Source: an optimization exercise on an open RTL-to-GDS flow (aim: small area). Production flows keep margins and buffers that such runs may drop.
In this exercise RTL edits were held to simulation tests only and were not proved equivalent to the original.
Power figures rest on the tool's default switching activity, not on a simulated workload.

==> design/flow/design.v <==
`default_nettype none
package bp_pkg;
	typedef logic [32-1:0] word_t;
	typedef logic [2-1:0] tbl_idx_t;
	typedef logic [$clog2(32)-1:0] reg_idx_t;
	typedef logic [3-1:0] conf_t;
	function automatic tbl_idx_t bp_index(input word_t pc);
		tbl_idx_t idx;
		idx = '0;
		for (int i = 0; i < 16 / 2; i++) begin
			idx = idx ^ pc[i*2 +: 2];
		end
		bp_index = idx;
	endfunction
endpackage
`default_nettype wire
`default_nettype none
`timescale 1ns/10ps
module bp_oai22 (
	input  logic a1,
	input  logic a2,
	input  logic b1,
	input  logic b2,
	output logic y
);
	assign y = ~((a1 | a2) & (b1 | b2));
endmodule
module bp_nor2 (
	input  logic a,
	input  logic b,
	output logic y
);
	assign y = ~(a | b);
endmodule
module bp_nor4 (
	input  logic a,
	input  logic b,
	input  logic c,
	input  logic d,
	output logic y
);
	assign y = ~(a | b | c | d);
endmodule
module bp_nand4 (
	input  logic a,
	input  logic b,
	input  logic c,
	input  logic d,
	output logic y
);
	assign y = ~(a & b & c & d);
endmodule
module bp_mux4oh (
	input  logic [3:0] d,
	input  logic [3:0] sel_n,
	output logic       y
);
	logic p0, p1;
	bp_oai22 u_p0 (.a1(d[0]), .a2(sel_n[0]), .b1(d[1]), .b2(sel_n[1]), .y(p0));
	bp_oai22 u_p1 (.a1(d[2]), .a2(sel_n[2]), .b1(d[3]), .b2(sel_n[3]), .y(p1));
	bp_nor2  u_y  (.a(p0), .b(p1), .y(y));
endmodule
module bp_aoi222 (
	input  logic a1,
	input  logic a2,
	input  logic b1,
	input  logic b2,
	input  logic c1,
	input  logic c2,
	output logic y
);
	assign y = ~((a1 & a2) | (b1 & b2) | (c1 & c2));
endmodule
module bp_nand2 (
	input  logic a,
	input  logic b,
	output logic y
);
	assign y = ~(a & b);
endmodule
module bp_nand3 (
	input  logic a,
	input  logic b,
	input  logic c,
	output logic y
);
	assign y = ~(a & b & c);
endmodule
module bp_or3 (
	input  logic a,
	input  logic b,
	input  logic c,
	output logic y
);
	assign y = a | b | c;
endmodule
module bp_nor3 (
	input  logic a,
	input  logic b,
	input  logic c,
	output logic y
);
	assign y = ~(a | b | c);
endmodule
module bp_xor2 (
	input  logic a,
	input  logic b,
	output logic y
);
	assign y = a ^ b;
endmodule
module bp_a21oi (
	input  logic a1,
	input  logic a2,
	input  logic b1,
	output logic y
);
	assign y = ~((a1 & a2) | b1);
endmodule
module bp_o21ai (
	input  logic a1,
	input  logic a2,
	input  logic b1,
	output logic y
);
	assign y = ~((a1 | a2) & b1);
endmodule
module bp_rdbit #(
	parameter bit INV = 1'b0
) (
	input  logic [31:0] d,
	input  logic [31:0] sel,
	output logic        y
);
	logic [11:0] r;  
	logic [2:0]  q;
	for (genvar k = 0; k < 10; k++) begin : g_grp
		bp_aoi222 u_grp (
			.a1 (d[3*k]),   .a2 (sel[3*k]),
			.b1 (d[3*k+1]), .b2 (sel[3*k+1]),
			.c1 (d[3*k+2]), .c2 (sel[3*k+2]),
			.y  (r[k])
		);
	end
	bp_nand2 u_l0 (.a(d[30]), .b(sel[30]), .y(r[10]));
	bp_nand2 u_l1 (.a(d[31]), .b(sel[31]), .y(r[11]));
	for (genvar k = 0; k < 3; k++) begin : g_q
		bp_nand4 u_q (.a(r[4*k]), .b(r[4*k+1]), .c(r[4*k+2]), .d(r[4*k+3]), .y(q[k]));
	end
	if (INV) begin : g_n
		bp_nor3 u_y (.a(q[0]), .b(q[1]), .c(q[2]), .y(y));
	end else begin : g_p
		bp_or3  u_y (.a(q[0]), .b(q[1]), .c(q[2]), .y(y));
	end
endmodule
module bp_cmpnode #(
	parameter bit POS = 1'b1
) (
	input  logic g_hi,
	input  logic e_hi,
	input  logic g_lo,
	input  logic e_lo,
	output logic g,
	output logic e
);
	if (POS) begin : g_p
		bp_a21oi u_g (.a1(e_hi), .a2(g_lo), .b1(g_hi), .y(g));
		bp_nand2 u_e (.a(e_hi), .b(e_lo), .y(e));
	end else begin : g_n
		bp_o21ai u_g (.a1(e_hi), .a2(g_lo), .b1(g_hi), .y(g));
		bp_nor2  u_e (.a(e_hi), .b(e_lo), .y(e));
	end
endmodule
module bp_cond (
	input  logic [31:0] qa,
	input  logic [31:0] qb_n,
	input  logic        ph,
	input  logic [2:0]  f3,
	output logic        taken
);
	logic [31:0] g0, e0;
	logic [15:0] g1, e1;  
	logic [7:0]  g2, e2;
	logic [3:0]  g3, e3;  
	logic [1:0]  g4, e4;
	logic        g5, e5;  
	logic        eq, gb, ltu, lts;
	for (genvar j = 0; j < 32; j++) begin : g_l0
		bp_xor2 u_e (.a(qa[j]), .b(qb_n[j]), .y(e0[j]));
		bp_nor2 u_g (.a(qa[j]), .b(qb_n[j]), .y(g0[j]));
	end
	for (genvar k = 0; k < 16; k++) begin : g_l1
		bp_cmpnode #(.POS(1'b1)) u_n (.g_hi(g0[2*k+1]), .e_hi(e0[2*k+1]), .g_lo(g0[2*k]), .e_lo(e0[2*k]), .g(g1[k]), .e(e1[k]));
	end
	for (genvar k = 0; k < 8; k++) begin : g_l2
		bp_cmpnode #(.POS(1'b0)) u_n (.g_hi(g1[2*k+1]), .e_hi(e1[2*k+1]), .g_lo(g1[2*k]), .e_lo(e1[2*k]), .g(g2[k]), .e(e2[k]));
	end
	for (genvar k = 0; k < 4; k++) begin : g_l3
		bp_cmpnode #(.POS(1'b1)) u_n (.g_hi(g2[2*k+1]), .e_hi(e2[2*k+1]), .g_lo(g2[2*k]), .e_lo(e2[2*k]), .g(g3[k]), .e(e3[k]));
	end
	for (genvar k = 0; k < 2; k++) begin : g_l4
		bp_cmpnode #(.POS(1'b0)) u_n (.g_hi(g3[2*k+1]), .e_hi(e3[2*k+1]), .g_lo(g3[2*k]), .e_lo(e3[2*k]), .g(g4[k]), .e(e4[k]));
	end
	bp_cmpnode #(.POS(1'b1)) u_l5 (.g_hi(g4[1]), .e_hi(e4[1]), .g_lo(g4[0]), .e_lo(e4[0]), .g(g5), .e(e5));
	assign eq  = ~e5;
	assign gb  = ~g5 ^ ph;
	assign ltu = e5 & gb;
	assign lts = ltu ^ qa[31] ^ ~qb_n[31];
	always_comb begin
		case (f3)
			3'b000: taken = eq;  
			3'b001: taken = !eq;  
			3'b100: taken = lts;  
			3'b101: taken = !lts;  
			3'b110: taken = ltu;  
			3'b111: taken = !ltu;  
			default: taken = 1'b0;  
		endcase
	end
endmodule
`default_nettype wire
`default_nettype none
`timescale 1ns/10ps
module branch_predictor (
	input  logic        clk,
	input  logic        arst_n,
	input  logic        retire_valid,
	input  logic [31:0] retire_pc,
	input  logic [31:0] retire_inst,
	input  logic        wb_valid,
	input  logic [4:0]  wb_rd,
	input  logic [31:0] wb_data,
	input  logic        fetch_valid,
	input  logic [31:0] fetch_pc,
	output logic        hit,
	output logic        prediction
);
	localparam int NE = 4;
	localparam int NR = 32;
	logic [31:2] tag_q    [NE];
	logic [2:0]  conf_q   [NE];
	logic [4:0]  rs1_q    [NE];
	logic [4:0]  rs2_q    [NE];
	logic [2:0]  f3_q     [NE];
	logic [1:0]  ridx;
	logic [3:0]  rsel_n;
	logic        is_branch;
	logic [31:2] rtag;
	logic        rmatch;
	assign ridx      = bp_pkg::bp_index(retire_pc);
	assign is_branch = retire_valid && (retire_inst[6:0] == 7'b1100011);
	always_comb begin
		for (int e = 0; e < NE; e++) rsel_n[e] = (ridx != 2'(e));
	end
	for (genvar j = 2; j < 32; j++) begin : g_rtag
		bp_mux4oh u_m (
			.d     ({tag_q[3][j], tag_q[2][j], tag_q[1][j], tag_q[0][j]}),
			.sel_n (rsel_n),
			.y     (rtag[j])
		);
	end
	assign rmatch = (rtag == retire_pc[31:2]);
	always_ff @(posedge clk or negedge arst_n) begin
		if (!arst_n) begin
			for (int i = 0; i < NE; i++) conf_q[i] <= '0;
		end else begin
			for (int i = 0; i < NE; i++) begin
				if (is_branch && ridx == 2'(i)) begin
					if (conf_q[i] == 3'd0) conf_q[i] <= 3'(7);
					else if (rmatch) begin
						if (conf_q[i] != 3'd7) conf_q[i] <= conf_q[i] + 3'd1;
					end else conf_q[i] <= conf_q[i] - 3'd1;
				end
			end
		end
	end
	always_ff @(posedge clk) begin
		for (int i = 0; i < NE; i++) begin
			if (is_branch && ridx == 2'(i) && conf_q[i] == 3'd0) begin
				tag_q[i] <= retire_pc[31:2];
				rs1_q[i] <= retire_inst[19:15];
				rs2_q[i] <= retire_inst[24:20];
				f3_q[i]  <= retire_inst[14:12];
			end
		end
	end
	logic [1:0]  fidx;
	logic [3:0]  fsel_n;
	logic [31:2] ftag;
	logic        hit_d;
	logic        hit_q;
	logic [1:0]  idx_q;
	assign fidx = bp_pkg::bp_index(fetch_pc);
	always_comb begin
		for (int e = 0; e < NE; e++) fsel_n[e] = (fidx != 2'(e));
	end
	for (genvar j = 2; j < 32; j++) begin : g_ftag
		bp_mux4oh u_m (
			.d     ({tag_q[3][j], tag_q[2][j], tag_q[1][j], tag_q[0][j]}),
			.sel_n (fsel_n),
			.y     (ftag[j])
		);
	end
	assign hit_d = fetch_valid && (conf_q[fidx] != 3'd0) && (ftag == fetch_pc[31:2]);
	always_ff @(posedge clk or negedge arst_n) begin
		if (!arst_n) hit_q <= 1'b0;
		else         hit_q <= hit_d;
	end
	always_ff @(posedge clk) idx_q <= fidx;
	logic [3:0]  isel_n;
	logic [12:0] fld [NE];
	logic [12:0] ifld;
	logic [4:0]  rs1, rs2;
	logic [2:0]  f3;
	always_comb begin
		for (int e = 0; e < NE; e++) begin
			isel_n[e] = (idx_q != 2'(e));
			fld[e]    = {f3_q[e], rs2_q[e], rs1_q[e]};
		end
	end
	for (genvar j = 0; j < 13; j++) begin : g_ifld
		bp_mux4oh u_m (
			.d     ({fld[3][j], fld[2][j], fld[1][j], fld[0][j]}),
			.sel_n (isel_n),
			.y     (ifld[j])
		);
	end
	assign rs1 = ifld[4:0];
	assign rs2 = ifld[9:5];
	assign f3  = ifld[12:10];
	logic [31:0]   regs   [1:NR-1];
	logic [31:0]   regs_d [1:NR-1];
	logic          ph;
	logic [NR-1:1] rvalid;
	logic [NR-1:1] we;
	logic [NR-1:1] we_n;
	logic [31:0]   wd_n;
	always_ff @(posedge clk or negedge arst_n) begin
		if (!arst_n) ph <= 1'b0;
		else         ph <= !ph;
	end
	assign wd_n = wb_data ^ {32{ph}};
	for (genvar i = 1; i < NR; i++) begin : g_reg
		assign we[i]   = wb_valid && wb_rd == 5'(i);
		assign we_n[i] = ~we[i];
		for (genvar j = 0; j < 32; j++) begin : g_bit
			bp_oai22 u_d (
				.a1 (regs[i][j]),
				.a2 (we[i]),
				.b1 (we_n[i]),
				.b2 (wd_n[j]),
				.y  (regs_d[i][j])
			);
		end
	end
	always_ff @(posedge clk) begin
		for (int i = 1; i < NR; i++) regs[i] <= regs_d[i];
	end
	always_ff @(posedge clk or negedge arst_n) begin
		if (!arst_n) rvalid <= '0;
		else         rvalid <= rvalid | we;
	end
	logic [31:0] s1, s2;
	logic [31:0] qa, qb_n;
	logic        taken;
	always_comb begin
		for (int i = 1; i < NR; i++) begin
			s1[i-1] = rvalid[i] && rs1 == 5'(i);
			s2[i-1] = rvalid[i] && rs2 == 5'(i);
		end
		s1[31] = ~|s1[30:0];
		s2[31] = ~|s2[30:0];
	end
	for (genvar j = 0; j < 32; j++) begin : g_rd
		logic [31:0] col;
		for (genvar i = 1; i < NR; i++) begin : g_col
			assign col[i-1] = regs[i][j];
		end
		assign col[31] = ph;
		bp_rdbit #(.INV(1'b0)) u_a (.d(col), .sel(s1), .y(qa[j]));
		bp_rdbit #(.INV(1'b1)) u_b (.d(col), .sel(s2), .y(qb_n[j]));
	end
	bp_cond i_cond (.qa(qa), .qb_n(qb_n), .ph(ph), .f3(f3), .taken(taken));
	assign hit        = hit_q;
	assign prediction = hit_q && taken;
endmodule
`default_nettype wire
==> design/flow/run.sh <==
#!/bin/bash
# synth_recipe.tcl (not shown) runs the flow's synth.tcl, then flattens the netlist and writes it again
# the make line also repeats each setting of config.mk as NAME=value (left out here)
make -C /OpenROAD-flow-scripts/flow DESIGN_CONFIG=/design/flow/config.mk WORK_HOME=/design/flow/orfs CLKGATE_MAP_FILE= SYNTH_SCRIPT=/design/flow/synth_recipe.tcl finish
==> design/flow/config.mk <==
export PLATFORM = sky130hd
export DESIGN_NAME = branch_predictor
export DESIGN_NICKNAME = branch_predictor
export VERILOG_FILES = /design/flow/design.v
export SDC_FILE = /design/flow/constraint.sdc
export NUM_CORES = 4
export LEC_CHECK = 0
export CAP_MARGIN = 20
export CORE_MARGIN = 2
export CORE_UTILIZATION = 30
export PLACE_DENSITY = 0.45
export SLEW_MARGIN = 20
export SYNTH_HIERARCHICAL = 1
==> design/flow/constraint.sdc <==
create_clock -name core_clock -period 12.0 [get_ports {clk}]
set_input_delay 2.4000 -clock core_clock [delete_from_list [all_inputs] [get_ports {clk}]]
set_output_delay 2.4000 -clock core_clock [all_outputs]
set_load 0.01 [all_outputs]
==> metrics.md, run 1 <==
| Metric | Value |
|---|---|
| Hold Path Class | register to register |
| Total gr overflow | 0 |
| EDFF count, synth | 172 |
| Slew Viols, Final | 0 |
| Bufs and invs on worst path | 2 |
| Post-CTS sizing | 0 |
| Endpoints failing setup | 0 |
| CTS tree | yes |
| Die height | 398 um |
| Final Hold Vio Count | 0 |
| Post-CTS Setup Repair Bufs | 0 |
| Drt via density | 6.87 |
| Ys flop type | dfxtp_1 |
| Worst path cell trace | nand2b_1 -> o22ai_1 -> nor2_1 -> nor2b_1 -> and3_2 -> nor4_1 -> nand4_1 -> or4_1 -> nor3_4 -> buf_12 -> nand2_1 -> nand4_1 -> nor3_2 -> xor2_1 -> nand2_1 -> nor2_1 -> nand2_1 -> o21ai_1 -> a21oi_2 -> xnor2_1 -> o21ai_0 -> o32ai_2 -> and2_1 -> clkdlybuf4s50_1 |
| Slowest-stage cell, CP | nor4_1 |
| Setup TNS | 0 ps |
| Period utilization | 92.2% |
| Compound-Gate Fraction of Synth Area | a little under a third |
| MaxCap Viol Count | 0 |
| Most frequent cells in the layout | o22ai_1 (1,140), dfxtp_1 (994), a222oi_1 (640) |
| Synth Area in Adders | 0.172% |
| Post-route antenna net violation count | 0 |
| Placed inst area | 0.0522 mm2 |
| Flop pwr share | between 30% and 40% |
| Most frequent CP cell | nand2_1 |
| Pin count of the biggest net entering global routing | 49 |
| Post-Synth Simple-Gate Area | about a tenth |
| Register area share after synthesis | 56.2% |
| Worst-Skew Late Latency | 790 ps |
| RSZ-0062 raised after global routing | no |
| Clk Tree Root Cell | clkbuf_16 |
| Run status | complete, no violations |
| H-tree levels | 4 |
| Seq cells post-synth | 1,211 |
| Unique cell type count in the Yosys netlist | 64 |
| Storage cell area | between 0.02 and 0.03 mm2 |
| Internal cell power | 9.24 mW |
| Final WL | approximately 230 mm |
| Row count | 144 |
| Die ar. | 0.159 mm2 |
| P_sw | approximately 5.6 mW |
| Worst-path fanout max | 33 |
| CORE AREA | around 0.15 mm2 |
| Fin Hold WS | around 470 ps |
| Vias post-DR | 45,900 |
| Detailed Routing Iterations Pass 1 | 14 |
| DRC errors left | 0 |
| # hold bufs at CTS | 0 |
| Largest family of logic cells by synthesized area | compound AO/OA/AOI/OAI gates |
| Top-Level Pins | 140 |
| Worst Path Required | 9600 ps |
| First-pass GRT wire length | ~320 mm |
| CTS buffer count | 138 |
| Arr. time, crit path | 8660 ps |
| Layout cell share with drive strength beyond 1 | roughly 12% |
| Initial Util | 30.2% |
| Layout area overhead | 22.2% |
| Synth Area per Inst | 11.3 um2 |
| Horiz. Die Dim | 398 um |
| Pwr/cell area | 260 mW/mm2 |
| Total GRT Usage | 27.6% |
| Worst Skew | 16.9 ps |
| Leakage power | approximately 20 nW |
| Synth Cell Area | 0.0466 mm2 |
| Fmax | 90.4 MHz |
| Initial antenna violation count | 11 |
| DR iter-0 viols | 8,360 |
| Cells after Synth | 4,131 |
| Placer Congestion | 0.863 |
| Vias in the first global route | between 40,000 and 50,000 |
| Worst vdd ir | 0.140 mV |
| Synth Area in XOR/XNOR | 3.05% |
| Number of port buffers | 127 |
| Worst Setup Start Kind | register |
| Pwr Total | 14.8 mW |
| Worst-case clock buffer depth | 3 |
| Layout filler cell count | 15,400 |
| Sw frac | 37.7% |
| Clk slew on worst S/H paths | 60 ps |
| CTS Sinks | between 1,000 and 1,500 |
| Multi-input gate area | 0.0210 mm2 |
| Comb pwr share | 33.1% |
| Post-synthesis mux area share | 0.311% |
| Commonest non-fill, non-tap cell in the layout | o22ai_1 |
| Post-synth net total | 4,273 |
| Min Tclk post-route | about 11,000 ps |
| # nets final | around 4,700 |
| Worst setup path class | register to output port |
| Post-DP HPWL | 128 mm |
| Asr flop ratio synth | about 3.7% |
| Nature of the critical path endpoint | output port |
| Final instance area | 0.0570 mm2 |
| Synth warn | 23 |
| Measured slew at the worst slew-check pin | 1210 ps |
| WL/cell | about 34 um |
| Slew Limit Headroom | 19.0% |
| Slowest cell delay on critical path | 680 ps |
| Clock power frac | 29.1% |
| Crit path max-delay family | simple AND/OR/NAND/NOR gates |
==> Yosys stat by module, one instance, submodules excluded, a selection <==
module,area (um2),copies in the design,cells inside,flops+latches
bp_nor3,10.0,32,1,0
bp_o21ai,5.00,10,1,0
bp_nand4,6.26,192,1,0
bp_a21oi,8.76,21,1,0
bp_oai22,6.26,1138,1,0
bp_aoi222,10.0,640,1,0
bp_or3,6.26,32,1,0
bp_nor2,3.75,115,1,0
bp_cond,82.6,1,12,0
bp_nand2,3.75,149,1,0
==> final timing paths <==
kind	cells past startpoint	slack, ps	endpoint	start
worst max-delay path	24	940	prediction	idx_q[1]
worst min-delay path	1	470	regs[31][4]	regs[31][4]
worst max register to register	12	8190	conf_q[2][2]	tag_q[0][11]
worst min register to register	1	470	regs[31][4]	regs[31][4]
max in group asynchronous	2	9790	conf_q[1][0]	arst_n
min in group asynchronous	2	1720	ph	arst_n
==> stage by stage <==
stage                     worst slack [ps]  instances  utilization [%]
final                                  937       6678             37.0
after global routing                   584       6677             37.0
after CTS                              904       6670             36.9
after detailed placement              1750       6423             33.9
after global placement                1810       6423             33.9
after floorplan                       3770       4131                -
==> per-layer routing <==
layer  track usage (%)  share of wire [%]  up-vias
met5                 0              0.038        -
met4              14.9                5.2       12
met3              6.84                 11      591
met2              40.4                 43     2995
met1              37.2                 41    23000
li1                  -                  -    19300
==> flip-flops by register name, indices dropped and copies added, names as in the netlist <==
register  count
rs1_q        20
idx_q         2
ph            1
conf_q       12
regs        992
f3_q         12
rs2_q        20
rvalid       31
tag_q       120
hit_q         1
==> final cells by class <==
| type | instances | share of cell area, % |
|---|---|---|
| antenna | 3 | 0.0132 |
| timing repair buffer | 278 | 4.42 |
| clock buffer | 212 | 7.46 |
| inverter | 43 | 0.283 |
| multi-input combinational | 2852 | 36.8 |
| tap | 2044 | 4.49 |
| clock inverter | 35 | 0.613 |
| sequential | 1211 | 46.0 |
==> kinds of logic after synthesis <==
family / count (synthesis)
AO/OA/AOI/OAI: 1865
flip-flops: 1211
AND/OR/NAND/NOR: 812
XOR/XNOR: 157
buffers and inverters: 68
multiplexers: 14
adder cells (fa/ha/maj): 4
==> cell usage after synthesis (3+ instances only) <==
cell	count	area share [%]
o21ai_1	11	0.12
mux2i_1	10	0.21
nor3b_1	11	0.18
dfxtp_1	994	43
or3_1	33	0.44
a31oi_1	9	0.12
a32oi_1	3	0.056
or2_2	6	0.081
edfxtp_1	172	11
and3_1	64	0.86
nand2_1	205	1.7
nor2b_1	11	0.15
nor2_1	143	1.2
mux2_2	4	0.097
a21oi_1	10	0.11
nand4_1	202	2.7
a31o_2	3	0.056
nand3_1	7	0.075
clkbuf_1	18	0.14
buf_2	4	0.043
dfrtp_1	45	2.4
a222oi_1	640	14
xor2_1	107	2.0
xnor2_1	44	0.83
fa_1	4	0.17
xnor2_2	4	0.14
nor4_1	15	0.20
nor3_2	33	0.71
inv_1	41	0.33
nor3_1	24	0.26
o22ai_1	1140	15
and2_1	5	0.067
o21ai_0	7	0.075
nand2b_1	37	0.50
and3b_1	5	0.094
a311oi_1	3	0.056
a21oi_2	21	0.39
==> power groups by stage <==
stage | Combinational, mW | Sequential (mW) | Clock, mW
2_1_floorplan | 3.16 | 5.50 | 0
3_3_place_gp | 4.77 | 5.63 | 0
3_5_place_dp | 4.79 | 5.65 | 0
4_1_cts | 4.80 | 5.57 | 4.37
5_1_grt | 5.23 | 5.71 | 4.53
6_report | 4.91 | 5.60 | 4.31
==> inputs of run 2 (changes only) <==
==> design/flow/config.mk (replaced) <==
export PLATFORM = sky130hd
export DESIGN_NAME = branch_predictor
export DESIGN_NICKNAME = branch_predictor
export VERILOG_FILES = /design/flow/design.v
export SDC_FILE = /design/flow/constraint.sdc
export NUM_CORES = 4
export LEC_CHECK = 0
export CAP_MARGIN = 5
export CORE_MARGIN = 2
export CORE_UTILIZATION = 45
export CTS_BUF_LIST = sky130_fd_sc_hd__clkbuf_8
export CTS_CLUSTER_DIAMETER = 50
export CTS_CLUSTER_SIZE = 16
export PLACE_DENSITY = 0.6
export SLEW_MARGIN = 5
export SYNTH_HIERARCHICAL = 1
==> metrics.md, run 2 <==
| Metric | Value |
|---|---|
| Run status | complete, no violations |
| # nets final | 4,663 |
| Post-route antenna net violation count | 0 |
| DR iter-0 viols | 8,812 |
| Slowest cell delay on critical path | 810 ps |
| Pin count of the biggest net entering global routing | 68 |
| Total gr overflow | 0 |
| Top-Level Pins | 140 |
| Most frequent cell after synthesis | o22ai_1 |
| Cells after Synth | 4,131 |
| Measured slew at the worst slew-check pin | 1430 ps |
| Largest regs | regs (992), tag_q (120), rvalid (31) |
| RSZ-0062 raised after global routing | no |
| Number of port buffers | between 100 and 150 |
| Clk slew on worst S/H paths | around 80 ps |
| Die ar. | approximately 0.11 mm2 |
| Synth warn | 23 |
| Setup TNS | 0 ps |
| EDFF count, synth | 172 |
| Horiz. Die Dim | 326 um |
| Layout filler cell count | 9,263 |
| DRC errors left | 0 |
| Max reg flops | 992 |
| Total GRT Usage | 36.4% |
| MaxCap Viol Count | 0 |
| Commonest non-fill, non-tap cell in the layout | o22ai_1 |
| Asr flop ratio synth | 3.72% |
| Ys flop type | dfxtp_1 |
| Worst-Skew Late Latency | around 900 ps |
| Worst Skew | around 46 ps |
| Worst-case clock buffer depth | 3 |
| CTS buffer count | ~130 |
| Slew Limit Headroom | 4.86% |
| Endpoints failing setup | 0 |
| R2R Path Start | ph |
| Most frequent cells in the layout | o22ai_1 (1,140), dfxtp_1 (994), a222oi_1 (640) |
| Post-synth top cells | o22ai_1 (1,140), dfxtp_1 (994), a222oi_1 (640) |
| Worst setup path class | register to output port |
| Bufs and invs on worst path | 2 |
| Pwr Total | between 10 and 15 mW |
| Layout cell share with drive strength beyond 1 | between 10% and 20% |
| Die height | 326 um |
| Fmax | 88.0 MHz |
| Share of the synthesized area in the top cell type | 42.7% |
| Placer Congestion | between 0.9 and 1 |
| H-tree levels | 4 |
| Initial Util | 45.2% |
| Reg with most FFs | regs |
| Worst Setup SP | idx_q[0] |
| CTS Sinks | roughly 1,200 |
| Post-DP HPWL | 111 mm |
| Slew Viols, Final | 0 |
| Post-CTS Setup Repair Bufs | 0 |
| Top cells by area, synth | dfxtp_1 (43%), o22ai_1 (15%), a222oi_1 (14%) |
| Period utilization | 94.7% |
| Slowest-stage cell, CP | nor2_1 |
| Row count | ~120 |
| Hold Path Class | register to register |
| Area leader, netlist | dfxtp_1 |
| CORE AREA | 0.103 mm2 |
| First-pass GRT wire length | 291 mm |
| Worst Setup Start Kind | register |
| # hold bufs at CTS | 0 |
| Crit path max-delay family | simple AND/OR/NAND/NOR gates |
| Vias in the first global route | 44,400 |
| Initial antenna violation count | 5 |
| Clk Tree Root Cell | clkbuf_8 |
| Pwr/cell area | about 250 mW/mm2 |
| Post-CTS sizing | 0 |
| Synth Cell Area | 0.0466 mm2 |
| Seq cells post-synth | 1,211 |
| Hold path start | regs[31][25] |
| Most frequent CP cell | nand2_1 |
| Worst path cell trace | nand2b_1 -> o22ai_1 -> nor2_1 -> nor3b_1 -> and3_2 -> nor4_1 -> nand4_1 -> or4_1 -> nor3_4 -> buf_4 -> nand2_1 -> nand4_1 -> nor3_2 -> xor2_1 -> nand2_1 -> nor2_1 -> nand2_1 -> o21ai_1 -> a21oi_2 -> xnor2_1 -> o21ai_0 -> o32ai_2 -> and2_1 -> clkdlybuf4s50_1 |
| Post-synth net total | 4,273 |
| Register area share after synthesis | 56.2% |
| Nature of the critical path endpoint | output port |
| Leakage power | between 15 and 20 nW |
| Worst vdd ir | between 0.15 and 0.2 mV |
| Final Hold Vio Count | 0 |
| Final WL | 203 mm |
| Vias post-DR | 46,300 |
| Synth Area per Inst | between 10 and 15 um2 |
| Arr. time, crit path | 8960 ps |
| Unique cell type count in the Yosys netlist | between 60 and 70 |
| Layout area overhead | 16.3% |
| WL/cell | 33.8 um |
| CTS tree | yes |
| Worst-path fanout max | 33 |
| Detailed Routing Iterations Pass 1 | 15 |
| Drt via density | 7.71 |
| Worst Path Required | 9600 ps |
| Min Tclk post-route | 11,360 ps |
run 2: kinds of logic after synthesis:
family                     synth area share, %
buffers and inverters                    0.590
AOI/OAI and AO/OA                         30.4
adders and majority gates                0.172
and+or+nand+nor                           9.35
xor gates and xnor gates                  3.05
muxes                                    0.311
DFF                                       56.2
run 2: where the power goes:
group          internal (mW)  total (mW)  switching [mW]
clock network           1.51        3.15            1.64
registers               4.95        5.59           0.645
logic                   1.72        4.74            3.02
run 2: final cells by class:
class | instances | area [um2] | area share, %
Multi-Input combinational cell | 2852 | 20700 | 38.2
Tap cell | 1380 | 1730 | 3.18
Antenna cell | 3 | 7.51 | 0.0138
Clock buffer | 147 | 2020 | 3.73
Clock inverter | 88 | 1000 | 1.84
Sequential cell | 1211 | 26200 | 48.3
Timing Repair Buffer | 281 | 2420 | 4.47
Inverter | 43 | 161 | 0.298
run 2: worst register-to-register path: stages (launching register included):
cell and delay (ps):
dfrtp_4 500, buf_4 830, buf_4 1000, xor2_4 1110
o22ai_1 240
run 2: worst paths after layout:
| kind | slack, ps | endpoint | cells after the start |
|---|---|---|---|
| worst max-delay path | 640 | prediction | 24 |
| worst min-delay path | 470 | regs[31][25] | 1 |
| worst max register to register | 8160 | regs[22][19] | 4 |
| worst min register to register | 470 | regs[31][25] | 1 |
| max in group asynchronous | 9840 | ph | 2 |
| min in group asynchronous | 1670 | rvalid[31] | 2 |
run 2: modules after synthesis (local to each module, per instance), excerpt:
module | flip-flops and latches | cells inside | times used | cell area (um2)
bp_cond | 0 | 12 | 1 | 82.6
bp_aoi222 | 0 | 1 | 640 | 10.0
bp_nor3 | 0 | 1 | 32 | 10.0
bp_xor2 | 0 | 1 | 32 | 8.76
bp_a21oi | 0 | 1 | 21 | 8.76
bp_nand4 | 0 | 1 | 192 | 6.26
bp_or3 | 0 | 1 | 32 | 6.26
bp_oai22 | 0 | 1 | 1138 | 6.26
bp_nor2 | 0 | 1 | 115 | 3.75
run 2: metrics by stage:
step                hold WS, ps  worst slack, ps  cells  utilization (%)  cell area (um2)
global route                488              335   6003             52.6            54200
finish                      473              635   6005             52.6            54200
CTS                         472             1010   6002             52.6            54200
floorplan                   440             3770   4131                -            46600
detailed placement          459             1980   5767             49.6            51200
global placement            451             1970   5767             49.6            51200
run 2: per-layer routing:
metal | track usage (%) | wire length, um | vias up
li1 | - | - | 19200
met1 | 47.1 | 75200 | 22500
met2 | 52.5 | 84300 | 3749
met3 | 11.0 | 28300 | 844
met4 | 24.2 | 15400 | 2
met5 | 0.177 | 13 | -
==> inputs of run 3 (changes only) <==
==> design/flow/flow/run.sh (new file) <==
#!/bin/bash
# Standard ORFS layout with two changes: clock tree synthesis without dummy
# loads, and the smallest buffer (buf_1) on every input and output port.
set -euo pipefail
cd "$(dirname "$0")/.."
export CTS_ARGS="-sink_clustering_enable -repair_clock_nets -dont_use_dummy_load -sink_clustering_size 16 -sink_clustering_max_diameter 50 -buf_list sky130_fd_sc_hd__clkbuf_8"
export BUFFER_PORTS_ARGS="-buffer_cell sky130_fd_sc_hd__buf_1"
bash standard.sh > standard_flow.log 2>&1
==> design/flow/standard.sh (new file) <==
#!/bin/bash
# synth_recipe.tcl (not shown) runs the flow's synth.tcl, then flattens the netlist and writes it again
# the make line also repeats each setting of config.mk as NAME=value (left out here)
make -C /OpenROAD-flow-scripts/flow DESIGN_CONFIG=/design/flow/config.mk WORK_HOME=/design/flow/orfs CLKGATE_MAP_FILE= SYNTH_SCRIPT=/design/flow/synth_recipe.tcl "${@:-finish}"
removed: design/flow/run.sh
==> metrics.md, run 3 <==
| Metric | Value |
|---|---|
| Run status | complete, no violations |
| Pin count of the biggest net entering global routing | 68 |
| Post-synthesis mux area share | 0.311% |
| Slew Viols, Final | 0 |
| Register area share after synthesis | a little under three fifths |
| Slowest cell delay on critical path | 810 ps |
| Post-synth net total | 4,273 |
| Slowest-stage cell, CP | nor2_1 |
| Synth warn | 23 |
| Initial Util | 45.2% |
| Vias post-DR | around 45,000 |
| Post-CTS Setup Repair Bufs | 0 |
| Total gr overflow | 0 |
| Top cells by area, synth | dfxtp_1 (43%), o22ai_1 (15%), a222oi_1 (14%) |
| Arr. time, crit path | between 8000 and 9000 ps |
| Most frequent cells in the layout | o22ai_1 (1,140), dfxtp_1 (994), a222oi_1 (640) |
| Cells after Synth | 4,131 |
| Slew Limit Headroom | 16.3% |
| Drt via density | 7.72 |
| Worst setup path class | register to output port |
| Worst-case clock buffer depth | 3 |
| Worst-path fanout max | 33 |
| DR iter-0 viols | 8,768 |
| Layout cell share with drive strength beyond 1 | about a tenth |
| Flop2flop setup slack | between 8000 and 9000 ps |
| Largest family of logic cells by synthesized area | compound AO/OA/AOI/OAI gates |
| MaxCap Viol Count | 0 |
| Nature of the critical path endpoint | output port |
| DRC errors left | 0 |
| Post-DP HPWL | approximately 110 mm |
| Post-synth top cells | o22ai_1 (1,140), dfxtp_1 (994), a222oi_1 (640) |
| Setup slack after layout | 1200 ps |
| CTS tree | yes |
| Most frequent cell after synthesis | o22ai_1 |
| Share of the synthesized area in the top cell type | 42.7% |
| M1 wire length | 74.8 mm |
| Ys flop type | dfxtp_1 |
| Endpoints failing setup | 0 |
| R2R Path End | regs[8][19] |
| Clk slew on worst S/H paths | 90 ps |
| WL/cell | 33.7 um |
| Comb pwr share | 37.4% |
| Worst Setup SP | idx_q[1] |
| Worst Setup Start Kind | register |
| Sw frac | between 30% and 40% |
| Pwr/cell area | 240 mW/mm2 |
| Setup crit end | prediction |
| CORE AREA | approximately 0.10 mm2 |
| P_sw | ~5 mW |
| Commonest non-fill, non-tap cell in the layout | o22ai_1 |
| Unique cell type count in the Yosys netlist | 64 |
| Post-place setup slack | around 2300 ps |
| Seq cells post-synth | 1,211 |
| Fmax | 92.6 MHz |
| Post-Synth Simple-Gate Area | about a tenth |
| Reg with most FFs | regs |
| R2R depth | 4 |
| Period utilization | between 90 and 100% |
| Min Tclk post-route | approximately 11,000 ps |
| Detailed Routing Iterations Pass 1 | 13 |
| Max reg flops | 992 |
| Worst vdd ir | 0.167 mV |
| Post-route antenna net violation count | 0 |
| EDFF count, synth | 172 |
| Flop pwr share | 44.7% |
| CTS Sinks | 1,211 |
| Placer Congestion | 0.926 |
| Measured slew at the worst slew-check pin | 1250 ps |
| Most frequent CP cell | nand2_1 |
| Die height | 326 um |
| Final WL | 198 mm |
| Die ar. | 0.106 mm2 |
| Synth Area per Inst | 11.3 um2 |
| Asr flop ratio synth | 3.72% |
| Area leader, netlist | dfxtp_1 |
| H-tree levels | 3 |
| Worst path cell trace | nand2b_1 -> o22ai_1 -> nor2_1 -> nor3b_1 -> and3_2 -> nor4_1 -> nand4_1 -> or4_1 -> nor3_4 -> buf_4 -> nand2_1 -> nand4_1 -> nor3_2 -> xor2_1 -> nand2_1 -> nor2_1 -> nand2_1 -> o21ai_1 -> a21oi_2 -> xnor2_1 -> o21ai_0 -> o32ai_2 -> and2_1 -> buf_1 |
| Top-Level Pins | 140 |
| Post-CTS sizing | 0 |
| Worst Path Required | 9600 ps |
| Leakage power | 18.1 nW |
| Largest regs | regs (992), tag_q (120), rvalid (31) |
| Compound-Gate Fraction of Synth Area | 30.4% |
| Clock power frac | between 10% and 20% |
| Synth Area in Adders | less than 1% |
| Setup TNS | 0 ps |
| CTS buffer count | 121 |
| Initial antenna violation count | 5 |
| Worst-Skew Late Latency | 830 ps |
| Row count | 118 |
| Layout area overhead | 11.7% |
| Final Hold Vio Count | 0 |
| Uppermost layer routed | met5 |
| First-pass GRT wire length | 287 mm |
| Met2 wire length | 82.5 mm |
| Synth Area in XOR/XNOR | ~3.0% |
| R2R Path Start | ph |
| Clk Tree Root Cell | clkbuf_8 |
| Met3 WL post-DR | 27.2 mm |
| Hold Path Class | register to register |
| Number of port buffers | 127 |
| Vias in the first global route | about 44,000 |
| Worst Skew | 121 ps |
| Total GRT Usage | 35.7% |
| Horiz. Die Dim | 326 um |
| RSZ-0062 raised after global routing | no |
| # nets final | roughly 4,600 |
| Internal cell power | between 7 and 8 mW |
| Synth Cell Area | 0.0466 mm2 |
| # hold bufs at CTS | 0 |
[run 3: cell counts after synthesis]
No cell type changed its count.
[run 3: area by class of cell]
type / count / area [um2]
clock buffers: 121 / 1670
inverters: 43 / 161
repair buffers: 278 / 1610
diodes: 3 / 7.51
flip-flops and latches: 1211 / 26200
multi-input cells: 2852 / 20700
fillers: 9424 / 51100
well taps: 1380 / 1730
[run 3: how the worst min path moves through the flow]
stage	slack (ps)	endpoint	startpoint	cells past startpoint
2_1_floorplan	440	rvalid[10]	rvalid[10]	1
3_3_place_gp	450	regs[19][13]	regs[19][13]	1
3_5_place_dp	460	regs[16][25]	regs[16][25]	1
4_1_cts	470	regs[31][16]	regs[31][16]	1
5_1_grt	480	regs[27][11]	regs[27][11]	1
6_report	470	regs[31][28]	regs[31][28]	1
[run 3: metal layers]
| metal | global-route usage (%) | vias up |
|---|---|---|
| li1 | - | 19000 |
| met5 | 0 | - |
| met2 | 51.3 | 3608 |
| met1 | 47.3 | 22100 |
| met4 | 22.3 | 6 |
| met3 | 10.2 | 723 |
[run 3: modules after synthesis, one instance, submodules excluded, excerpt]
module	flip-flops and latches	cells inside	cell area [um2]
branch_predictor	1211	1758	29800
bp_cond	0	12	82.6
bp_aoi222	0	1	10.0
bp_nor3	0	1	10.0
bp_a21oi	0	1	8.76
bp_xor2	0	1	8.76
bp_nand4	0	1	6.26
bp_oai22	0	1	6.26
bp_or3	0	1	6.26
bp_o21ai	0	1	5.00
bp_nand2	0	1	3.75
bp_nor2	0	1	3.75
[run 3: critical path, delay by kind of cell (launching register included)]
kind | cells | cell delay [ps]
simple gates | 15 | 4640
compound gates | 5 | 1170
buf+inv | 2 | 630
flops | 1 | 360
xor+xnor | 2 | 770
[run 3: metrics by stage]
stage / power (mW) / util [%] / instances / hold slack (ps) / instance area [um2]
2_1_floorplan: 8.66 / - / 4131 / 440 / 46600
3_3_place_gp: 10.1 / 48.9 / 5764 / 451 / 50400
3_5_place_dp: 10.1 / 48.9 / 5764 / 459 / 50400
4_1_cts: 12.3 / 50.5 / 5885 / 470 / 52100
5_1_grt: 13.1 / 50.5 / 5886 / 482 / 52100
6_report: 12.5 / 50.5 / 5888 / 470 / 52100
[run 3: kinds of logic (layout without fill, tap and decap cells)]
logic type,count (synthesis),count (layout)
adder cells (fa/ha/maj),4,4
flip-flops,1211,1211
buffers and inverters,68,442
AND/OR/NAND/NOR,812,812
AO/OA/AOI/OAI,1865,1865
other,0,3
multiplexers,14,14
XOR/XNOR,157,157
[run 3: power by group through the flow]
| stage | Combinational, mW | Sequential, mW | Clock (mW) |
|---|---|---|---|
| finish | 4.67 | 5.59 | 2.24 |
| global route | 5.01 | 5.69 | 2.41 |
| CTS | 4.52 | 5.56 | 2.26 |
| detailed placement | 4.51 | 5.64 | 0 |
| global placement | 4.45 | 5.61 | 0 |
| floorplan | 3.16 | 5.50 | 0 |
==> inputs of run 4 (changes only) <==
--- a/design/flow/design.v
+++ b/design/flow/design.v
@@ -237,6 +237,11 @@
 );
 	localparam int NE = 4;
 	localparam int NR = 32;
+	logic ph;
+	always_ff @(posedge clk or negedge arst_n) begin
+		if (!arst_n) ph <= 1'b0;
+		else         ph <= !ph;
+	end
 	logic [31:2] tag_q    [NE];
 	logic [2:0]  conf_q   [NE];
 	logic [4:0]  rs1_q    [NE];
@@ -247,6 +252,10 @@
 	logic        is_branch;
 	logic [31:2] rtag;
 	logic        rmatch;
+	logic [31:2] twd_n;  
+	logic [3:0]  alloc;
+	logic [3:0]  alloc_n;
+	logic [31:2] tag_d [NE];
 	assign ridx      = bp_pkg::bp_index(retire_pc);
 	assign is_branch = retire_valid && (retire_inst[6:0] == 7'b1100011);
 	always_comb begin
@@ -259,7 +268,8 @@
 			.y     (rtag[j])
 		);
 	end
-	assign rmatch = (rtag == retire_pc[31:2]);
+	assign twd_n  = retire_pc[31:2] ^ {30{ph}};
+	assign rmatch = (rtag == twd_n);  
 	always_ff @(posedge clk or negedge arst_n) begin
 		if (!arst_n) begin
 			for (int i = 0; i < NE; i++) conf_q[i] <= '0;
@@ -274,10 +284,25 @@
 			end
 		end
 	end
+	for (genvar e = 0; e < NE; e++) begin : g_tag
+		assign alloc[e]   = is_branch && ridx == 2'(e) && conf_q[e] == 3'd0;
+		assign alloc_n[e] = ~alloc[e];
+		for (genvar j = 2; j < 32; j++) begin : g_bit
+			bp_oai22 u_d (
+				.a1 (tag_q[e][j]),
+				.a2 (alloc[e]),
+				.b1 (alloc_n[e]),
+				.b2 (twd_n[j]),
+				.y  (tag_d[e][j])
+			);
+		end
+	end
+	always_ff @(posedge clk) begin
+		for (int i = 0; i < NE; i++) tag_q[i] <= tag_d[i];
+	end
 	always_ff @(posedge clk) begin
 		for (int i = 0; i < NE; i++) begin
-			if (is_branch && ridx == 2'(i) && conf_q[i] == 3'd0) begin
-				tag_q[i] <= retire_pc[31:2];
+			if (alloc[i]) begin
 				rs1_q[i] <= retire_inst[19:15];
 				rs2_q[i] <= retire_inst[24:20];
 				f3_q[i]  <= retire_inst[14:12];
@@ -301,7 +326,9 @@
 			.y     (ftag[j])
 		);
 	end
-	assign hit_d = fetch_valid && (conf_q[fidx] != 3'd0) && (ftag == fetch_pc[31:2]);
+	logic [31:2] fmis;
+	assign fmis  = ftag ^ fetch_pc[31:2];  
+	assign hit_d = fetch_valid && (conf_q[fidx] != 3'd0) && (ph ? &fmis : ~|fmis);
 	always_ff @(posedge clk or negedge arst_n) begin
 		if (!arst_n) hit_q <= 1'b0;
 		else         hit_q <= hit_d;
@@ -330,15 +357,10 @@
 	assign f3  = ifld[12:10];
 	logic [31:0]   regs   [1:NR-1];
 	logic [31:0]   regs_d [1:NR-1];
-	logic          ph;
 	logic [NR-1:1] rvalid;
 	logic [NR-1:1] we;
 	logic [NR-1:1] we_n;
 	logic [31:0]   wd_n;
-	always_ff @(posedge clk or negedge arst_n) begin
-		if (!arst_n) ph <= 1'b0;
-		else         ph <= !ph;
-	end
 	assign wd_n = wb_data ^ {32{ph}};
 	for (genvar i = 1; i < NR; i++) begin : g_reg
 		assign we[i]   = wb_valid && wb_rd == 5'(i);
==> metrics.md, run 4 <==
| Metric | Value |
|---|---|
| Post-DP HPWL | 113 mm |
| Synth Cell Area | 0.0462 mm2 |
| Bufs and invs on worst path | 2 |
| Detailed Routing Iterations Pass 1 | 12 |
| Post-CTS Setup Repair Bufs | 0 |
| Leakage power | 18.2 nW |
| DR iter-0 viols | slightly below 9,000 |
| Slew Viols, Final | 0 |
| Pwr/cell area | around 250 mW/mm2 |
| Vias post-DR | 46,900 |
| Crit path max-delay family | simple AND/OR/NAND/NOR gates |
| Drt via density | 7.81 |
| Flop2flop setup slack | 7560 ps |
| Most frequent cell after synthesis | o22ai_1 |
| Slowest cell delay on critical path | 1110 ps |
| Worst vdd ir | 0.224 mV |
| Pwr Total | 13.0 mW |
| Worst setup path class | register to output port |
| Post-CTS sizing | 0 |
| P_sw | 5.31 mW |
| Worst Skew | 65.3 ps |
| Worst Path Required | 9600 ps |
| Register area share after synthesis | 54.1% |
| Synth warn | 24 |
| Slew Limit Headroom | roughly a fifth |
| Final WL | 203 mm |
| Nature of the critical path endpoint | output port |
| Seq cells post-synth | 1,211 |
| Measured slew at the worst slew-check pin | 1210 ps |
| Min Tclk post-route | 10,190 ps |
| Comb pwr share | between 30% and 40% |
| Reg with most FFs | regs |
| R2R depth | 12 |
| EDFF count, synth | 52 |
| # hold bufs at CTS | 0 |
| Synth Area per Inst | 10.8 um2 |
| Final Hold Vio Count | 0 |
| Asr flop ratio synth | 3.72% |
| CTS Sinks | ~1,200 |
| # nets final | around 4,800 |
| Worst-case clock buffer depth | 3 |
| Endpoints failing setup | 0 |
| Die ar. | 0.105 mm2 |
| Post-synth net total | 4,403 |
| Total gr overflow | 0 |
| Top cells by area, synth | dfxtp_1 (48%), o22ai_1 (17%), a222oi_1 (14%) |
| Worst path cell trace | nand2b_1 -> o22ai_1 -> nor2_1 -> nor3b_1 -> and3_2 -> or4_1 -> nor4b_2 -> buf_4 -> nand2_1 -> nand4_1 -> nor3_2 -> xor2_1 -> nand2_1 -> nor2_1 -> nand2_1 -> o21ai_1 -> a21oi_2 -> xnor2_1 -> nand2_1 -> xor2_1 -> o32ai_2 -> and2_1 -> buf_1 |
| Most frequent CP cell | nand2_1 |
| Hold Path Class | register to register |
| Clock power frac | 18.2% |
| Worst Hold Path Cells | 1 |
| Flop pwr share | 42.9% |
| CTS buffer count | 131 |
| DRC errors left | 0 |
| Largest regs | regs (992), tag_q (120), rvalid (31) |
| Setup TNS | 0 ps |
| Layout area overhead | 12.0% |
| CTS tree | yes |
| Total GRT Usage | between 30% and 40% |
| Ys flop type | dfxtp_1 |
| Row count | 117 |
| Stages on the worst setup path | 23 |
| Share of the synthesized area in the top cell type | approximately half |
| Cells after Synth | 4,261 |
| CORE AREA | 0.102 mm2 |
| Fmax | between 90 and 100 MHz |
| Slowest-stage cell, CP | and3_2 |
| R2R Path Start | ph |
| WL/cell | 33.9 um |
| Post-route antenna net violation count | 0 |
| Vias in the first global route | 44,900 |
| First-pass GRT wire length | 293 mm |
| Number of port buffers | 127 |
| Layout cell share with drive strength beyond 1 | 9.30% |
| Run status | complete, no violations |
| R2R Path End | conf_q[1][2] |
| Top-Level Pins | 140 |
| Horiz. Die Dim | 324 um |
| Sw frac | around 41% |
| Clk slew on worst S/H paths | 90 ps |
| Pin count of the biggest net entering global routing | 56 |
| Initial antenna violation count | 4 |
| Period utilization | 84.9% |
| Clk Tree Root Cell | clkbuf_8 |
| Initial Util | 45.4% |
| Arr. time, crit path | 7790 ps |
| Setup crit end | prediction |
| Post-synth top cells | o22ai_1 (1,262), dfxtp_1 (1,114), a222oi_1 (640) |
| Worst Setup Start Kind | register |
| RSZ-0062 raised after global routing | no |
| Most frequent cells in the layout | o22ai_1 (1,262), dfxtp_1 (1,114), a222oi_1 (640) |
| Worst-Skew Late Latency | 830 ps |
| Placer Congestion | 0.955 |
| Worst Setup SP | idx_q[0] |
| H-tree levels | 4 |
| Area leader, netlist | dfxtp_1 |
| Max reg flops | 992 |
| Worst-path fanout max | 33 |
| Die height | 324 um |
| Internal cell power | 7.70 mW |
| MaxCap Viol Count | 0 |
| Commonest non-fill, non-tap cell in the layout | o22ai_1 |
| Unique cell type count in the Yosys netlist | 48 |
==> run 4: cell count changes in the layout (fill, tap and decap cells not counted), sizes merged, moves of 11 or more <==
cell | previous run | this run
nand2 | 205 | 216
edfxtp | 172 | 52
xor2 | 109 | 126
dfxtp | 994 | 1114
o22ai | 1140 | 1262
xnor2 | 48 | 60
buf | 277 | 255
==> run 4: worst min path at each step <==
stage / end / start
finish: regs[31][4] / regs[31][4]
global route: regs[14][9] / regs[14][9]
CTS: regs[31][26] / regs[31][26]
detailed placement: regs[7][8] / regs[7][8]
global placement: regs[13][20] / regs[13][20]
floorplan: rvalid[10] / rvalid[10]
==> run 4: power by group through the flow <==
| stage | clock network, mW | registers [mW] | logic [mW] |
|---|---|---|---|
| 2_1_floorplan | 0 | 5.49 | 3.39 |
| 3_3_place_gp | 0 | 5.60 | 4.79 |
| 3_5_place_dp | 0 | 5.63 | 4.86 |
| 4_1_cts | 2.38 | 5.55 | 4.87 |
| 5_1_grt | 2.53 | 5.69 | 5.37 |
| 6_report | 2.36 | 5.58 | 5.06 |
==> run 4: cells by family after synthesis <==
group,Yosys count,synth area share (%)
buffers and inverters,56,0.495
xor gates and xnor gates,186,3.52
AOI/OAI and AO/OA,1977,32.2
muxes,3,0.0650
DFF,1211,54.1
and+or+nand+nor,824,9.45
adders and majority gates,4,0.173
==> run 4: layer usage <==
metal,GRT usage [%],part of all wire [%]
met1,47.9,37
met2,52.4,42
met3,10.1,13
met4,25.8,7.4
met5,0,0.0079
==> run 4: worst reg2reg max path: cells and delay by family (launching register included) <==
kind                       cells  cell delay, ps
buffers and inverters          3            1180
and+or+nand+nor                2             550
AOI/OAI and AO/OA              4             670
DFF                            1             790
xor gates and xnor gates       2             660
adders and majority gates      1             440
==> run 4: cell type report <==
class / count / area (um2)
fill: 9379 / 50100
sequential: 1211 / 25000
multi-input combinational: 2994 / 21600
clock buffer: 131 / 1800
tap: 1368 / 1710
timing repair buffer: 256 / 1450
inverter: 41 / 156
antenna: 3 / 7.51
==> run 4: per-module statistics from Yosys, one instance, submodules excluded, a selection <==
module | cell area, um2 | cells
bp_o21ai | 5.00 | 1
bp_or3 | 6.26 | 1
bp_aoi222 | 10.0 | 1
bp_oai22 | 6.26 | 1
bp_a21oi | 8.76 | 1
bp_nand2 | 3.75 | 1
bp_xor2 | 8.76 | 1
bp_cond | 82.6 | 12
bp_nor3 | 10.0 | 1
branch_predictor | 28600 | 1768
bp_nand4 | 6.26 | 1
==> run 4: metrics by stage <==
stage,std cells,worst slack [ps],hold WS (ps),util (%),area [um2]
2_1_floorplan,4261,3050,440,-,46200
3_3_place_gp,5870,3080,451,49.0,49900
3_5_place_dp,5870,3050,459,49.0,49900
4_1_cts,6001,2070,469,50.8,51700
5_1_grt,6002,1610,486,50.8,51800
6_report,6004,1810,468,50.8,51800
==> inputs of run 5 (changes only) <==
==> design/flow/flow/run.sh (replaced) <==
#!/bin/bash
# Standard ORFS layout with two changes: clock tree synthesis without dummy
# loads, and the smallest buffer (buf_1) on every input and output port.
set -euo pipefail
cd "$(dirname "$0")/.."
export CTS_ARGS="-sink_clustering_enable -repair_clock_nets -dont_use_dummy_load -sink_clustering_size 9 -sink_clustering_max_diameter 40 -buf_list sky130_fd_sc_hd__clkbuf_4"
export BUFFER_PORTS_ARGS="-buffer_cell sky130_fd_sc_hd__buf_1"
bash standard.sh > standard_flow.log 2>&1
--- a/design/flow/config.mk
+++ b/design/flow/config.mk
@@ -8,9 +8,9 @@
 export CAP_MARGIN = 5
 export CORE_MARGIN = 2
 export CORE_UTILIZATION = 45
-export CTS_BUF_LIST = sky130_fd_sc_hd__clkbuf_8
-export CTS_CLUSTER_DIAMETER = 50
-export CTS_CLUSTER_SIZE = 16
+export CTS_BUF_LIST = sky130_fd_sc_hd__clkbuf_4
+export CTS_CLUSTER_DIAMETER = 40
+export CTS_CLUSTER_SIZE = 9
 export PLACE_DENSITY = 0.6
 export SLEW_MARGIN = 5
 export SYNTH_HIERARCHICAL = 1
==> metrics.md, run 5 <==
| Metric | Value |
|---|---|
| Initial Util | between 40% and 50% |
| Share of the synthesized area in the top cell type | 48.2% |
| DRC errors left | 0 |
| Hold path start | regs[31][4] |
| Drt via density | 7.79 |
| Flop2flop setup slack | 7530 ps |
| Worst Setup SP | idx_q[0] |
| Endpoints failing setup | 0 |
| Register area share after synthesis | 54.1% |
| Post-route antenna net violation count | 0 |
| Pwr/cell area | 248 mW/mm2 |
| Post-layout util | 50.3% |
| Vias in the first global route | 45,300 |
| Final WL | 204 mm |
| Final instance area | 0.0513 mm2 |
| Top-Level Pins | 140 |
| Seq cells post-synth | 1,211 |
| Synth warn | 24 |
| Layout cell share with drive strength beyond 1 | a little over 10% |
| WL/cell | 33.7 um |
| Die ar. | 0.105 mm2 |
| First-pass GRT wire length | 295 mm |
| Synth Area per Inst | about 11 um2 |
| Pwr Total | 12.7 mW |
| Reg with most FFs | regs |
| Slew Viols, Final | 0 |
| Post-synth top cells | o22ai_1 (1,262), dfxtp_1 (1,114), a222oi_1 (640) |
| EDFF count, synth | between 50 and 60 |
| Unique cell type count in the Yosys netlist | 48 |
| Slew Limit Headroom | 20.5% |
| Fmax | 93.9 MHz |
| Total GRT Usage | 36.9% |
| R2R Path Start | ph |
| R2R depth | 12 |
| CTS Sinks | 1,211 |
| Asr flop ratio synth | between 3 and 4% |
| Layout area overhead | 11.0% |
| RSZ-0062 raised after global routing | no |
| Max reg flops | around 990 |
| # hold bufs at CTS | 0 |
| Worst-case clock buffer depth | 3 |
| Total gr overflow | 0 |
| CORE AREA | just over 0.1 mm2 |
| Horiz. Die Dim | 324 um |
| Worst Skew | 82.1 ps |
| Hold Path Class | register to register |
| H-tree levels | 4 |
| Run status | complete, no violations |
| Commonest non-fill, non-tap cell in the layout | o22ai_1 |
| Measured slew at the worst slew-check pin | 1190 ps |
| Worst Setup Start Kind | register |
| Clk Tree Root Cell | clkbuf_4 |
| Largest regs | regs (992), tag_q (120), rvalid (31) |
| Worst-path fanout max | 33 |
| Initial antenna violation count | 3 |
| CTS buffer count | 176 |
| Clk slew on worst S/H paths | 100 ps |
| Vias post-DR | 47,200 |
| Worst Hold Path Cells | 1 |
| Worst Path Required | 9600 ps |
| Nature of the critical path endpoint | output port |
| Ys flop type | dfxtp_1 |
| R2R Path End | conf_q[3][2] |
| Row count | around 120 |
| Worst setup path class | register to output port |
| Min Tclk post-route | around 11,000 ps |
| Number of port buffers | between 100 and 150 |
| Cells after Synth | between 4,000 and 5,000 |
| Post-synth net total | 4,403 |
| CTS tree | yes |
| Final Hold Vio Count | 0 |
| # nets final | slightly below 5,000 |
| Placed inst area | between 0.04 and 0.05 mm2 |
| Detailed Routing Iterations Pass 1 | 14 |
| Top cells by area, synth | dfxtp_1 (48%), o22ai_1 (17%), a222oi_1 (14%) |
| Arr. time, crit path | 8250 ps |
| DR iter-0 viols | between 8,000 and 9,000 |
| Placer Congestion | 0.955 |
| WHS Endpoint | regs[31][4] |
| Period utilization | approximately 90% |
| Die height | 324 um |
| Setup TNS | 0 ps |
| Most frequent cell after synthesis | o22ai_1 |
| Pin count of the biggest net entering global routing | 56 |
| MaxCap Viol Count | 0 |
| Worst vdd ir | between 0.2 and 0.25 mV |
| Worst-Skew Late Latency | 1170 ps |
| Area leader, netlist | dfxtp_1 |
| Most frequent cells in the layout | o22ai_1 (1,262), dfxtp_1 (1,114), a222oi_1 (640) |
| Post-DP HPWL | 113 mm |
| Post-CTS sizing | 0 |
| Post-CTS Setup Repair Bufs | 0 |
| Synth Cell Area | 0.0462 mm2 |
| Leakage power | 18.0 nW |
run 5: worst max path at each step:
| stage | to | slack [ps] | cells past startpoint |
|---|---|---|---|
| floorplan | prediction | 3050 | 21 |
| global placement | prediction | 3080 | 24 |
| detailed placement | prediction | 3050 | 24 |
| CTS | prediction | 1770 | 24 |
| global route | prediction | 1170 | 23 |
| finish | prediction | 1350 | 23 |
run 5: power breakdown:
| part | total [mW] | internal (mW) | leakage (nW) | switching, mW |
|---|---|---|---|---|
| clock network | 2.06 | 0.670 | 0.810 | 1.39 |
| logic | 5.07 | 1.80 | 6.59 | 3.27 |
| registers | 5.58 | 4.92 | 10.6 | 0.654 |
| total | 12.7 | 7.39 | 18.0 | 5.31 |
run 5: logic make-up after synthesis:
group                    after synthesis  synth area share, %
adder cells (fa/ha/maj)                4                0.173
XOR/XNOR                             186                 3.52
buffers and inverters                 56                0.495
AO/OA/AOI/OAI                       1977                 32.2
multiplexers                           3               0.0650
AND/OR/NAND/NOR                      824                 9.45
flip-flops                          1211                 54.1
run 5: final cells by class:
cell class | count | area (um2)
Inverter | 41 | 156
Clock buffer | 176 | 1320
Multi-Input combinational cell | 2994 | 21600
Sequential cell | 1211 | 25000
Antenna cell | 11 | 27.5
Timing Repair Buffer | 256 | 1450
Tap cell | 1368 | 1710
Fill cell | 9460 | 50600
run 5: worst max-delay path, cell delays in order, from the launching register on:
cell      delay, ps
dfxtp_1         360
nand2b_1        520
o22ai_1         180
nor2_1          680
nor3b_1         860
and3_2         1130
or4_1           250
nor4b_2          50
buf_4           280
nand2_1         120
nand4_1         120
nor3_2          190
xor2_1          240
nand2_1         130
nor2_1          310
nand2_1         160
o21ai_1         230
a21oi_2         180
xnor2_1         280
nand2_1         130
xor2_1          180
o32ai_2         150
and2_1          160
buf_1           150
run 5: modules after synthesis, one instance, submodules excluded, a selection:
| module | flip-flops and latches | cells |
|---|---|---|
| bp_cond | 0 | 12 |
| bp_oai22 | 0 | 1 |
| bp_nand2 | 0 | 1 |
| bp_o21ai | 0 | 1 |
| bp_a21oi | 0 | 1 |
| bp_aoi222 | 0 | 1 |
| branch_predictor | 1211 | 1768 |
| bp_nor3 | 0 | 1 |
| bp_xor2 | 0 | 1 |
| bp_nand4 | 0 | 1 |
| bp_or3 | 0 | 1 |
| bp_nor2 | 0 | 1 |
run 5: per-stage QoR:
step | instances | hold slack [ps] | setup slack, ps
finish | 6057 | 471 | 1350
global route | 6055 | 483 | 1170
CTS | 6046 | 468 | 1770
detailed placement | 5870 | 459 | 3050
global placement | 5870 | 451 | 3080
floorplan | 4261 | 440 | 3050
run 5: per-layer routing:
metal,global-route usage [%],routed length [um]
met1,48.2,75900
met3,10.0,28300
met2,52.5,84700
met4,26.1,15300
met5,0,0
==> inputs of run 6 (changes only) <==
==> design/flow/flow/run.sh (replaced) <==
#!/bin/bash
# Standard ORFS layout with two changes: clock tree synthesis without dummy
# loads, and the smallest buffer (buf_1) on every input and output port.
set -euo pipefail
cd "$(dirname "$0")/.."
export CTS_ARGS="-sink_clustering_enable -repair_clock_nets -dont_use_dummy_load -sink_clustering_size 10 -sink_clustering_max_diameter 40 -buf_list sky130_fd_sc_hd__clkbuf_4"
export BUFFER_PORTS_ARGS="-buffer_cell sky130_fd_sc_hd__buf_1"
bash standard.sh > standard_flow.log 2>&1
--- a/design/flow/config.mk
+++ b/design/flow/config.mk
@@ -10,7 +10,7 @@
 export CORE_UTILIZATION = 45
 export CTS_BUF_LIST = sky130_fd_sc_hd__clkbuf_4
 export CTS_CLUSTER_DIAMETER = 40
-export CTS_CLUSTER_SIZE = 9
+export CTS_CLUSTER_SIZE = 10
 export PLACE_DENSITY = 0.6
 export SLEW_MARGIN = 5
 export SYNTH_HIERARCHICAL = 1
==> metrics.md, run 6 <==
| Metric | Value |
|---|---|
| Post-place setup slack | 3050 ps |
| Initial antenna violation count | 2 |
| Min Tclk post-route | 10,430 ps |
| Placed Cells | ~5,900 |
| Worst-path fanout max | 33 |
| Post-CTS sizing | 0 |
| Worst Setup Start Kind | register |
| Worst Skew | slightly above 80 ps |
| R2R Path Start | ph |
| Post-synth net total | 4,403 |
| Post-route antenna net violation count | 0 |
| Share of the synthesized area in the top cell type | 48.2% |
| Max reg flops | 992 |
| Area leader, netlist | dfxtp_1 |
| Leakage power | 18.0 nW |
| First-pass GRT wire length | 294 mm |
| Worst Path Required | ~9600 ps |
| Layout cell share with drive strength beyond 1 | 10.1% |
| Worst setup path class | register to output port |
| Number of port buffers | 127 |
| Final Non-Filler Cells | 6,049 |
| Arr. time, crit path | roughly 8000 ps |
| Asr flop ratio synth | 3.72% |
| Unique cell type count in the Yosys netlist | 48 |
| RSZ-0062 raised after global routing | no |
| Vias post-DR | 47,000 |
| Reg with most FFs | regs |
| Fin Hold WS | 472 ps |
| MaxCap Viol Count | 0 |
| Final instance area | 0.0512 mm2 |
| Post-CTS Setup Repair Bufs | 0 |
| Run status | complete, no violations |
| Worst Setup SP | idx_q[0] |
| Top-Level Pins | 140 |
| Worst-case clock buffer depth | 3 |
| Period utilization | between 80% and 90% |
| CTS Sinks | 1,211 |
| Detailed Routing Iterations Pass 1 | 13 |
| H-tree levels | 4 |
| EDFF count, synth | 52 |
| DR iter-0 viols | 8,938 |
| Final Hold Vio Count | 0 |
| Clk Tree Root Cell | clkbuf_4 |
| R2R Path End | conf_q[3][2] |
| Slew Limit Headroom | 18.9% |
| Fmax | approximately 96 MHz |
| Placed inst area | about 0.050 mm2 |
| Largest regs | regs (992), tag_q (120), rvalid (31) |
| Horiz. Die Dim | 324 um |
| Register area share after synthesis | about 54% |
| Seq cells post-synth | 1,211 |
| Nature of the critical path endpoint | output port |
| Synth Area per Inst | 10.8 um2 |
| # nets final | 4,816 |
| Die height | 324 um |
| # hold bufs at CTS | 0 |
| Clk slew on worst S/H paths | 110 ps |
| Endpoints failing setup | 0 |
| Top cells by area, synth | dfxtp_1 (48%), o22ai_1 (17%), a222oi_1 (14%) |
| Pin count of the biggest net entering global routing | 56 |
| Drt via density | between 7 and 8 |
| Cells after Synth | 4,261 |
| Post-layout util | 50.3% |
| Most frequent cells in the layout | o22ai_1 (1,262), dfxtp_1 (1,114), a222oi_1 (640) |
| CTS tree | yes |
| Measured slew at the worst slew-check pin | between 1000 and 1500 ps |
| Most frequent cell after synthesis | o22ai_1 |
| Post-DP HPWL | 113 mm |
| DRC errors left | 0 |
| Worst-Skew Late Latency | 1090 ps |
| Setup slack after layout | 1570 ps |
| Commonest non-fill, non-tap cell in the layout | o22ai_1 |
| Setup crit end | prediction |
| Pwr Total | between 10 and 15 mW |
| Vias in the first global route | 45,200 |
| Post-synth top cells | o22ai_1 (1,262), dfxtp_1 (1,114), a222oi_1 (640) |
| Layout area overhead | 10.9% |
| Setup TNS | 0 ps |
| Initial Util | between 40% and 50% |
| R2R depth | 12 |
| Layout filler cell count | 9,470 |
| CTS buffer count | 170 |
| Ys flop type | dfxtp_1 |
| Synth warn | 24 |
| Final WL | 204 mm |
| Total gr overflow | 0 |
| WL/cell | 33.7 um |
| Slew Viols, Final | 0 |
| CORE AREA | 0.102 mm2 |
| Worst vdd ir | between 0.2 and 0.25 mV |
| Total GRT Usage | ~37% |
| Synth Cell Area | 0.0462 mm2 |
| Placer Congestion | 0.955 |
| Hold Path Class | register to register |
| Pwr/cell area | 247 mW/mm2 |
| Flop2flop setup slack | ~7600 ps |
| Row count | 117 |
| Die ar. | 0.105 mm2 |
==> run 6: cell counts after synthesis <==
Identical to the previous run, type by type.
==> run 6: power by group <==
group	total (mW)	internal, mW	switching, mW
Sequential	5.58	4.92	0.654
Clock	2.02	0.648	1.37
Combinational	5.06	1.80	3.26
==> run 6: area by class of cell <==
class                   count  area, um2  area share (%)
multi-input cells        2994      21600            42.2
flip-flops and latches   1211      25000            48.8
inverters                  41        156           0.305
clock buffers             170       1280            2.49
diodes                      9       22.5          0.0439
well taps                1368       1710            3.34
repair buffers            256       1450            2.82
==> run 6: cell families (layout without fill, tap and decap cells) <==
logic type	count (synthesis)	after routing	share of synthesized area (%)
XOR/XNOR	186	186	3.52
adder cells (fa/ha/maj)	4	4	0.173
AND/OR/NAND/NOR	824	824	9.45
other	0	9	0
AO/OA/AOI/OAI	1977	1977	32.2
flip-flops	1211	1211	54.1
multiplexers	3	3	0.0650
buffers and inverters	56	467	0.495
==> run 6: worst min path at each step <==
stage / start / to / slack, ps / cells past startpoint
6_report: regs[31][24] / regs[31][24] / 470 / 1
5_1_grt: tag_q[1][17] / tag_q[1][17] / 490 / 1
4_1_cts: regs[31][0] / regs[31][0] / 470 / 1
3_5_place_dp: regs[7][8] / regs[7][8] / 460 / 1
3_3_place_gp: regs[13][20] / regs[13][20] / 450 / 1
2_1_floorplan: rvalid[10] / rvalid[10] / 440 / 1
==> run 6: per-module statistics from Yosys, one instance, submodules excluded, a selection <==
module	cells	cell area (um2)
branch_predictor	1768	28600
bp_cond	12	82.6
bp_aoi222	1	10.0
bp_nor3	1	10.0
bp_a21oi	1	8.76
bp_xor2	1	8.76
bp_nand4	1	6.26
bp_oai22	1	6.26
bp_or3	1	6.26
bp_o21ai	1	5.00
bp_nand2	1	3.75
bp_nor2	1	3.75
==> run 6: critical path, cell delays in order (launching register included) <==
cell      delay [ps]
dfxtp_1          370
nand2b_1         520
o22ai_1          180
nor2_1           700
nor3b_1          550
and3_2          1060
nor4_1           160
nand4_1          250
nor4b_2           80
buf_4            300
nand2_1          110
nand4_1          120
nor3_2           190
xor2_1           240
nand2_1          140
nor2_1           310
nand2_1          160
o21ai_1          230
a21oi_2          180
xnor2_1          290
nand2_1          140
xor2_1           180
o32ai_2          150
and2_1           160
buf_1            150
==> run 6: metal layers <==
layer  routed length, um  GRT usage, %  share of wire [%]
met1               75900          48.0                 37
met2               85000          52.7                 42
met3               28100          10.0                 14
met4               14700          25.8                7.2
met5                   0             0                  0

-- afterwards: timing with drivers on the ports --
No port has a modelled driver above. Below, the same layouts with a new extraction and two added sets of constraints. Step 1: set_driving_cell puts a clkbuf_16 on clk and a buf_2 on each other input, an assumption about the parent block. Step 2 adds t to the input delays and takes it off the output delays; t is the mean of the earliest and latest rising clock arrival at the registers after step 1. Input paths then give back, and output paths get back, about the clock's delay inside the block. Slacks: no drivers / after step 1 / after step 2; pairs: no drivers / after step 1.
| run | shift t [ns] | setup slack, ns | latest minus earliest clock arrival (ns) |
|---|---|---|---|
| run 1 | 0.849 | 0.937 / 0.862 / 1.712 | 0.028 / 0.027 |
| run 2 | 0.913 | 0.635 / 0.566 / 1.479 | 0.077 / 0.078 |
| run 3 | 0.852 | 1.196 / 1.128 / 1.980 | 0.156 / 0.155 |
| run 4 | 0.886 | 1.807 / 1.734 / 2.620 | 0.100 / 0.100 |
| run 5 | 1.210 | 1.349 / 1.277 / 2.487 | 0.116 / 0.116 |
| run 6 | 1.141 | 1.570 / 1.501 / 2.641 | 0.133 / 0.133 |
After both steps every run listed still meets setup and hold.
